This design comes from an exercise in tuning for small area on the open sky130 flow, not from production work. In this exercise RTL edits were held to simulation tests only and were not proved equivalent to the original. Power is estimated from default activity; no workload was simulated.

==> flow/design.v (excerpt) <==
module decomp_unit (
  input  wire logic                  clk,
  input  wire logic                  arst_n,
  input  wire logic                  cfg_load,
  input  wire logic [CFG_W-1:0]      cfg,
  input  wire logic                  in_valid,
  input  wire logic                  in_last,
  input  wire logic [COEFF_W-1:0]    coeff,
  output logic                       out_valid,
  output logic                       out_last,
  output logic      [BUNDLE_W-1:0]   out,
  output logic                       cfg_busy,
  output logic                       cfg_reject
);
Size: ~1,200 cells after synthesis, roughly 340 flip-flops, about 14,000 µm² of cells after synthesis.
==> flow/config.mk <==
export PLATFORM = sky130hd
export DESIGN_NAME = decomp_unit
export DESIGN_NICKNAME = decomp_unit
export VERILOG_FILES = /design/flow/design.v
export SDC_FILE = /design/flow/constraint.sdc
export NUM_CORES = 4
export LEC_CHECK = 0
export CAP_MARGIN = 20
export CORE_MARGIN = 2
export CORE_UTILIZATION = 60
export SLEW_MARGIN = 20
==> flow/constraint.sdc <==
create_clock -name core_clock -period 4.0 [get_ports {clk}]
set_input_delay 0.8000 -clock core_clock [delete_from_list [all_inputs] [get_ports {clk}]]
set_output_delay 0.8000 -clock core_clock [all_outputs]
set_load 0.01 [all_outputs]
standard.sh (not shown) runs the stock make flow with config.mk's settings and CLKGATE_MAP_FILE= SYNTH_SCRIPT=/design/flow/synth_recipe.tcl, a recipe that flattens the netlist after the stock synthesis.
==> flow/flow/run.sh <==
#!/bin/bash
# Own layout flow: the standard synthesis and ORFS flow, with three changes:
#  - ports are buffered with sky130_fd_sc_hd__buf_1 instead of the delay buffer
#    buffer_ports picks by default,
#  - CTS inserts no dummy clock loads,
#  - constant-0 output ports share tie cells in small groups of neighbouring pins
#    (flow/share_ties.tcl, run before global placement).
# Each tool's output goes to a log of its own in this folder; ORFS keeps its
# per-step logs under orfs/logs.
set -euo pipefail
here=$(pwd)
export PRE_GLOBAL_PLACE_TCL="$here/flow/share_ties.tcl"
export TIE_GROUP=${TIE_GROUP:-6}
export BUFFER_PORTS_ARGS="-buffer_cell sky130_fd_sc_hd__buf_1"
export CTS_ARGS="-sink_clustering_enable -repair_clock_nets -dont_use_dummy_load -buf_list sky130_fd_sc_hd__clkbuf_4"
bash standard.sh synth > "$here/synth.log" 2>&1
bash standard.sh > "$here/layout.log" 2>&1
Other scripts of this flow, unchanged in this note and not shown: flow/flow/share_ties.tcl
The first run finished clean.
Change:
--- a/flow/flow/run.sh
+++ b/flow/flow/run.sh
@@ -15 +15 @@
-export CTS_ARGS="-sink_clustering_enable -repair_clock_nets -dont_use_dummy_load -buf_list sky130_fd_sc_hd__clkbuf_4"
+export CTS_ARGS="-sink_clustering_enable -repair_clock_nets -dont_use_dummy_load"
- CORE_UTILIZATION: 60 -> 40
Outcome:
- die area increases by 49%
- wire length increases by 7.9%
- synthesized cell count stays the same
- cell area increases by 2.1%

========
Another version of the RTL of decomp_unit (not shown whole).
Size: roughly 1,200 cells after synthesis, roughly 340 flip-flops, ~340 I/O pins.
clock: 4.0 ns
lec_check: 0
cap_margin: 20
core_margin: 2
core_utilization: 62
gpl_timing_driven: 0
setup_slack_margin: 0.05
slew_margin: 20
==> flow/flow/run.sh <==
#!/bin/bash
# Own layout flow: the standard synthesis and ORFS flow, with three changes:
#  - ports are buffered with sky130_fd_sc_hd__buf_1 instead of the delay buffer
#    buffer_ports picks by default,
#  - CTS uses clkbuf_8 with larger sink clusters and inserts no dummy clock loads,
#  - constant-0 output ports share tie cells in small groups of neighbouring pins
#    (flow/share_ties.tcl, run before global placement).
# Each tool's output goes to a log of its own in this folder; ORFS keeps its
# per-step logs under orfs/logs.
set -euo pipefail
here=$(pwd)
export PRE_GLOBAL_PLACE_TCL="$here/flow/share_ties.tcl"
export TIE_GROUP=${TIE_GROUP:-6}
export BUFFER_PORTS_ARGS="-buffer_cell sky130_fd_sc_hd__buf_1"
export CTS_ARGS="-sink_clustering_enable -repair_clock_nets -dont_use_dummy_load -buf_list sky130_fd_sc_hd__clkbuf_8 -sink_clustering_size 20 -sink_clustering_max_diameter 45"
bash standard.sh synth > "$here/synth.log" 2>&1
bash standard.sh > "$here/layout.log" 2>&1
==> flow/flow/share_ties.tcl <==
# Let neighbouring constant-0 output ports share one tie cell.
# Each such port is driven by a tie of its own after floorplan (through the
# buffer that synthesis put in front of each port). All buffers are removed
# first (placement repair rebuilds what timing needs), then the ports are
# sorted along the die edge and each run of TIE_GROUP ports keeps only its
# first tie.
remove_buffers
set block [ord::get_db_block]
set die [$block getDieArea]
set W [$die dx]
set H [$die dy]
set cands {}
foreach inst [$block getInsts] {
  if {[[$inst getMaster] getName] ne "sky130_fd_sc_hd__conb_1"} { continue }
  set lo [$inst findITerm LO]
  set hi [$inst findITerm HI]
  if {$lo eq "NULL" || [$lo getNet] eq "NULL"} { continue }
  if {$hi ne "NULL" && [$hi getNet] ne "NULL"} { continue }
  set net [$lo getNet]
  set bts [$net getBTerms]
  if {[llength $bts] != 1 || [llength [$net getITerms]] != 1} { continue }
  set bt [lindex $bts 0]
  if {[$bt getIoType] ne "OUTPUT"} { continue }
  set bb [$bt getBBox]
  set x [expr {([$bb xMin] + [$bb xMax]) / 2}]
  set y [expr {([$bb yMin] + [$bb yMax]) / 2}]
  # position along the die edge, counter-clockwise from the lower left corner
  if {$y <= 0 + 2000} {
    set p $x
  } elseif {$x >= $W - 2000} {
    set p [expr {$W + $y}]
  } elseif {$y >= $H - 2000} {
    set p [expr {$W + $H + ($W - $x)}]
  } else {
    set p [expr {2 * $W + $H + ($H - $y)}]
  }
  lappend cands [list $p $inst $net $bt]
}
set cands [lsort -real -index 0 $cands]
set k 0
set keep ""
set shared 0
foreach c $cands {
  lassign $c p inst net bt
  if {$k % $::env(TIE_GROUP) == 0} {
    set keep $net
  } else {
    $bt disconnect
    $bt connect $keep
    odb::dbInst_destroy $inst
    odb::dbNet_destroy $net
    incr shared
  }
  incr k
}
puts "share_ties: [llength $cands] constant ports, $shared ties removed"
Edit:
--- a/flow/flow/run.sh
+++ b/flow/flow/run.sh
@@ -13 +13 @@
-export TIE_GROUP=${TIE_GROUP:-6}
+export TIE_GROUP=${TIE_GROUP:-20}
--- a/flow/flow/share_ties.tcl
+++ b/flow/flow/share_ties.tcl
@@ -3,4 +3,3 @@
-# buffer that synthesis put in front of each port). All buffers are removed
-# first (placement repair rebuilds what timing needs), then the ports are
-# sorted along the die edge and each run of TIE_GROUP ports keeps only its
-# first tie.
+# buffer that synthesis put in front of each port); the buffers are removed
+# first, as global placement would do anyway, then the ports are sorted along
+# the die edge and each run of TIE_GROUP ports keeps only its first tie.
=>
- cell count went down by about 1.4%
- global-route usage went down by 0.15 points
- area after synthesis does not change
- non-clock buffer count went down by 2
- maximum frequency went up by 2.1%
- power went up by about 0.45%
- hold slack is better by 0.036 ns
- via count went down by 2.2%
- die area does not change
- clock power went up by about 3%
Edit:
--- a/flow/flow/run.sh
+++ b/flow/flow/run.sh
@@ -13 +13 @@
-export TIE_GROUP=${TIE_GROUP:-20}
+export TIE_GROUP=${TIE_GROUP:-6}
--- a/flow/flow/share_ties.tcl
+++ b/flow/flow/share_ties.tcl
@@ -3,3 +3,4 @@
-# buffer that synthesis put in front of each port); the buffers are removed
-# first, as global placement would do anyway, then the ports are sorted along
-# the die edge and each run of TIE_GROUP ports keeps only its first tie.
+# buffer that synthesis put in front of each port). All buffers are removed
+# first (placement repair rebuilds what timing needs), then the ports are
+# sorted along the die edge and each run of TIE_GROUP ports keeps only its
+# first tie.
- CORE_UTILIZATION: 62 -> 58
- PLACE_DENSITY: unset -> 0.7
After rerunning: Design area increases by 1.3%; utilization decreases by 3.6 points; flip-flop and latch count does not change.
Edit:
--- a/flow/flow/run.sh
+++ b/flow/flow/run.sh
@@ -13 +13 @@
-export TIE_GROUP=${TIE_GROUP:-6}
+export TIE_GROUP=${TIE_GROUP:-12}
@@ -15 +15 @@
-export CTS_ARGS="-sink_clustering_enable -repair_clock_nets -dont_use_dummy_load -buf_list sky130_fd_sc_hd__clkbuf_8 -sink_clustering_size 20 -sink_clustering_max_diameter 45"
+export CTS_ARGS="-sink_clustering_enable -repair_clock_nets -dont_use_dummy_load -buf_list sky130_fd_sc_hd__clkbuf_4 -sink_clustering_size 10 -sink_clustering_max_diameter 30"
--- a/flow/flow/share_ties.tcl
+++ b/flow/flow/share_ties.tcl
@@ -3,4 +3,3 @@
-# buffer that synthesis put in front of each port). All buffers are removed
-# first (placement repair rebuilds what timing needs), then the ports are
-# sorted along the die edge and each run of TIE_GROUP ports keeps only its
-# first tie.
+# buffer that synthesis put in front of each port); the buffers are removed
+# first, as global placement would do anyway, then the ports are sorted along
+# the die edge and each run of TIE_GROUP ports keeps only its first tie.
- CORE_UTILIZATION: 58 -> 55
- PLACE_DENSITY: 0.7 -> unset
Effect:
- power came out lower by 0.80%
- design area is about the same
- die area goes up by 5.3%
- worst hold slack loses 0.055 ns
Edit:
--- a/flow/flow/run.sh
+++ b/flow/flow/run.sh
@@ -13 +13 @@
-export TIE_GROUP=${TIE_GROUP:-12}
+export TIE_GROUP=${TIE_GROUP:-6}
@@ -15 +15 @@
-export CTS_ARGS="-sink_clustering_enable -repair_clock_nets -dont_use_dummy_load -buf_list sky130_fd_sc_hd__clkbuf_4 -sink_clustering_size 10 -sink_clustering_max_diameter 30"
+export CTS_ARGS="-sink_clustering_enable -repair_clock_nets -dont_use_dummy_load -buf_list sky130_fd_sc_hd__clkbuf_8 -sink_clustering_size 20 -sink_clustering_max_diameter 45"
--- a/flow/flow/share_ties.tcl
+++ b/flow/flow/share_ties.tcl
@@ -3,3 +3,4 @@
-# buffer that synthesis put in front of each port); the buffers are removed
-# first, as global placement would do anyway, then the ports are sorted along
-# the die edge and each run of TIE_GROUP ports keeps only its first tie.
+# buffer that synthesis put in front of each port). All buffers are removed
+# first (placement repair rebuilds what timing needs), then the ports are
+# sorted along the die edge and each run of TIE_GROUP ports keeps only its
+# first tie.
- CORE_UTILIZATION: 55 -> 62
- SETUP_SLACK_MARGIN: 0.05 -> 0.0
After rerunning:
- This time the run produced a layout that fails on negative setup slack
- utilization is higher by 6.7 points
- final cell count is lower by a few percent
- clock power is lower by a few percent
Edit:
- PLACE_DENSITY: unset -> 0.75
- SETUP_SLACK_MARGIN: 0.0 -> 0.05
Outcome: Now the flow completed with no timing, DRC or antenna violations. Cell count stays flat. Sequential power hardly moves. Cell area barely changes. Wire length fell by 0.44%. Fmax rose by about 3.8%. Clock-buffer cell count grows by 1. Global-route usage fell by 0.40 points. First-iteration DRC count went down by 4.6%.

## re-timing with driven ports
No port has a modelled driver above. Below, the same layouts with a new extraction and two added sets of constraints. Step 1, drivers: a clkbuf_16 drives clk and a buf_2 each remaining input, both assumed. Step 2 adds t to the input delays and takes it off the output delays; t is the mean of the earliest and latest rising clock arrival at the registers after step 1. Input paths then give back, and output paths get back, about the clock's delay inside the block. a / b / c = no drivers / after step 1 / after step 2; a / b = the first two.
run	t, ns	setup slack, ns	hold WS [ns]	worst slew at a driven data input, ns
the first run of note 1	0.685	0.052 / 0.011 / 0.696	0.213 / 0.193 / 0.291	0.07
the second run of note 1	0.528	0.085 / 0.037 / 0.565	0.295 / 0.295 / 0.295	0.07
the first run of note 2	0.561	0.072 / 0.040 / 0.601	0.259 / 0.259 / 0.259	0.06
the second run of note 2	0.560	0.151 / 0.118 / 0.678	0.295 / 0.295 / 0.295	0.07
the third run of note 2	0.594	0.078 / 0.035 / 0.629	0.277 / 0.261 / 0.289	0.06
the fourth run of note 2	0.653	0.133 / 0.103 / 0.756	0.221 / 0.215 / 0.267	0.09
the fifth run of note 2	0.559	-0.051 / -0.082 / 0.477	0.262 / 0.262 / 0.262	0.06
the sixth run of note 2	0.582	0.096 / 0.053 / 0.635	0.273 / 0.264 / 0.273	0.07
